This is an optimization exercise on Yosys and OpenROAD, whose aim is small area, a short achievable clock period and few clock cycles, not a production implementation. At most, simulation tests tie the RTL to the original design; equivalence was not proved. The clock input has no modelled driver; a real chip could not lean on it and would need a root buffer or a full tree. Power figures rest on the tool's default switching activity, not on a simulated workload.

// wildcard_name_matcher
module wildcard_name_matcher (
    input  logic       i_clk,
    input  logic       i_rst_n,
    input  logic       i_valid,
    output logic       o_ready,
    input  logic       i_cmd,
    input  logic [7:0] i_ch,
    input  logic       i_last,
    output logic       o_valid,
    input  logic       i_ready,
    output logic       o_matched,
    output logic       o_pattern_overflow
);
    localparam int N  = wnm_pkg::MAX_PATTERN;
    localparam int LW = wnm_pkg::LEN_W;
    logic [LW-1:0]  r_cnt;            
    logic [LW-1:0]  r_len;            
    logic           r_lstar;          
    logic           r_ovf;
    logic           r_load_restart;
    logic           r_name_restart;
    logic [N:0]     r_act;
    logic           in_fire;
    logic           out_busy;         
    logic           ch_swap;
    logic [7:0]     ch_code;
    logic           r_shift;
    logic           r_shift_new;      
    logic [7:0]     r_in_ch;
    logic           r_nm_v;
    logic           r_nm_first;
    logic           r_nm_last;
    logic           load_fire;
    logic           name_fire;
    logic           ch_star;
    logic [LW-1:0]  ld_cnt;
    logic           ld_lstar;
    logic           ld_ovf;
    logic           ld_room;
    logic           store;
  ...
For scale: about 1200 cells after synthesis, roughly 330 flip-flops.
==> flow/config.mk <==
export PLATFORM = sky130hd
export DESIGN_NAME = wildcard_name_matcher
export DESIGN_NICKNAME = wildcard_name_matcher
export VERILOG_FILES = /design/flow/design.v
export SDC_FILE = /design/flow/constraint.sdc
export NUM_CORES = 4
export LEC_CHECK = 0
export CAP_MARGIN = 20
export CORE_MARGIN = 2
export CORE_UTILIZATION = 40
export SETUP_SLACK_MARGIN = 3.25
export SLEW_MARGIN = 20
export TNS_END_PERCENT = 50
==> flow/constraint.sdc <==
create_clock -name core_clock -period 5.0 [get_ports {i_clk}]
set_input_delay 1.0000 -clock core_clock [delete_from_list [all_inputs] [get_ports {i_clk}]]
set_output_delay 1.0000 -clock core_clock [all_outputs]
set_load 0.01 [all_outputs]
standard.sh (not shown) runs the stock make flow with config.mk's settings and CLKGATE_MAP_FILE= SYNTH_SCRIPT=/design/flow/synth_recipe.tcl, a recipe that flattens the netlist after the stock synthesis.
==> flow/flow/run.sh <==
#!/bin/bash
# The standard layout (standard.sh), except that
# - the ports are buffered with sky130_fd_sc_hd__buf_4, not the cell
#   buffer_ports picks by default;
# - the clock tree is built by flow/clock_tree.tcl in place of
#   clock_tree_synthesis: four root buffers on the clock port, each driving the
#   leaf buffers of the flip-flop groups near it.
set -euo pipefail
bash standard.sh synth > synth.log 2>&1
bash standard.sh 'BUFFER_PORTS_ARGS=-buffer_cell sky130_fd_sc_hd__buf_4' "PRE_CTS_TCL=$PWD/flow/clock_tree.tcl" finish > layout.log 2>&1
Other scripts of this flow, unchanged in this note and not shown: flow/flow/clock_tree.tcl
Testbench counts at the start, summed over its fixed seeds: cycles 32,693.
Change:
Settings changed: CORE_UTILIZATION 40 to 55, PLACE_DENSITY set to 0.7, SETUP_SLACK_MARGIN 3.25 to 3.2.
Effect:
- power is about the same
- utilization climbs by 16 points
- flip-flop and latch count is unchanged
- worst setup slack degrades by 0.045 ns
Change:
Settings changed: CORE_UTILIZATION 55 to 40, PLACE_DENSITY 0.7 to unset, TNS_END_PERCENT 50 to 70.
What happened:
- die area grows by 37%
- fmax grows by 2.4%
- combinational power shrinks by about 2%
- cell area grows by about 0.9%
- sequential share of layout area shrinks by 0.45 points
- global-route usage shrinks by 4.8 points
- wire length grows by about 3.7%
- via count shrinks by 1.6%
- power stays flat
- clock power is about the same
Change:
Settings changed: TNS_END_PERCENT 70 to 50.
Worst hold slack degrades by 0.0031 ns.
Clock power is about the same.
Utilization stays flat.
Synthesized area does not change.
Routed wire length barely changes.
Die area is unchanged.
Setup slack barely changes.
Sequential share of layout area stays flat.
Flip-flop and latch count is unchanged.
Power barely changes.
No run of this note takes its clock network from TritonCTS; it comes from the design's own scripts or RTL.


== try-yarrow ==
wildcard_name_matcher, a different RTL version from the one above (not shown whole).
Size in the first run: ~1100 cells after synthesis, about 330 flip-flops, roughly 18 I/O pins, about 15000 sq um of cells after synthesis.
==> flow/config.mk <==
export PLATFORM = sky130hd
export DESIGN_NAME = wildcard_name_matcher
export DESIGN_NICKNAME = wildcard_name_matcher
export VERILOG_FILES = /design/flow/design.v
export SDC_FILE = /design/flow/constraint.sdc
export NUM_CORES = 4
export LEC_CHECK = 0
export CAP_MARGIN = 20
export CORE_MARGIN = 2
export CORE_UTILIZATION = 40
export SETUP_SLACK_MARGIN = 3.2
export SLEW_MARGIN = 20
==> flow/constraint.sdc <==
create_clock -name core_clock -period 5.0 [get_ports {i_clk}]
set_input_delay 1.0000 -clock core_clock [delete_from_list [all_inputs] [get_ports {i_clk}]]
set_output_delay 1.0000 -clock core_clock [all_outputs]
set_load 0.01 [all_outputs]
Scripts as last shown in full above: flow/flow/run.sh
Other scripts of this flow, unchanged in this note and not shown: flow/flow/clock_tree.tcl
Modified inputs, try-juniper compared to try-yarrow
Settings: SETUP_SLACK_MARGIN changed from 3.2 to 3.1.
## What came out
Fraction of power consumed by sequential logic for try-juniper is higher than for try-yarrow.
Cell count ended up 21 lower on try-juniper than on try-yarrow.
The higher area occupied by multi-input gates came out of try-yarrow.
No run of this note included a check of the RTL's function; only the layout flow was run. In every run of this note, the design's own scripts or RTL, not TritonCTS, make the clock network.


## build 46
Another version of the RTL of wildcard_name_matcher (not shown whole).
For scale: ~1200 cells after synthesis, about 15000 sq um of cells after synthesis.
clock: 5.0 ns
lec_check: 0
cap_margin: 20
core_margin: 2
core_utilization: 40
setup_slack_margin: 3.05
slew_margin: 20
Scripts as last shown in full above: flow/flow/run.sh
Other scripts of this flow, unchanged in this note and not shown: flow/flow/clock_tree.tcl
Testbench counts of build 46, summed over its fixed seeds: cycles 32,693.
### build 46 -> build 94
- SETUP_SLACK_MARGIN now 3.1, was 3.05
Routed wire length ends up lower on build 94. [build 94] worst max-slew margin expressed relative to the limit rose 6.4 points relative to build 46. On power, build 94 and build 46 are neck and neck.
Inputs modified between build 94 and build 20:
- an added TNS_END_PERCENT of 50
## What came out
- Looking at highest-delay cell along the critical path, the dfxtp_4 result is from build 94; the or3b_4 one comes from build 20.
- Any difference in design area between build 20 and build 94 is small enough to ignore.
- Min global-route wire length before repair across build 94 and build 20: build 20
- The overall via count from detail_route of build 20 falls short of that of build 94 by 0.58%.
- In terms of global-route usage, build 94 and build 20 differ only marginally.
- From build 20 to build 94, post-detailed-route DRC marker count did not move at all.
- Final period utilization: build 20 lower than build 94
- Build 20 vs. build 94: setup slack went up by 78 ps.
- Biggest cell delay along the critical path was lower in build 20 than in build 94.
In every run of this note, the design's own scripts or RTL, not TritonCTS, make the clock network.

[re-timing with driven ports]
In the flow no input, the clock included, has a driving cell. The finished layouts below were timed again as built, in two steps. Step 1 assumes that a clkbuf_16 drives the clock port and a buf_2 every other input. Step 2 adds t to the input delays and takes it off the output delays; t is the mean of the earliest and latest rising clock arrival at the registers after step 1. Input paths then give back, and output paths get back, about the clock's delay inside the block. Slacks: ideal / step 1 / step 2; pairs: ideal / step 1.
| run | t, ns | setup slack, ns | pins driven straight from the clock port |
|---|---|---|---|
| the first run of note 1 | 0.417 | 3.244 / 3.144 / 2.914 | 4 |
| the second run of note 1 | 0.407 | 3.199 / 3.150 / 2.874 | 4 |
| the third run of note 1 | 0.419 | 3.241 / 3.147 / 2.908 | 4 |
| the fourth run of note 1 | 0.418 | 3.240 / 3.146 / 2.907 | 4 |
| try-yarrow | 0.416 | 2.999 / 3.081 / 2.665 | 4 |
| try-juniper | 0.414 | 2.991 / 3.008 / 2.644 | 4 |
| build 46 | 0.419 | 3.111 / 3.078 / 2.876 | 4 |
| build 94 | 0.419 | 3.091 / 3.084 / 2.899 | 4 |
| build 20 | 0.422 | 3.170 / 3.078 / 2.876 | 4 |
After both steps every run listed still meets setup and hold. For try-juniper, which loses most, drivers alone change the setup slack by +0.017 ns; drivers and shift together by -0.347 ns.
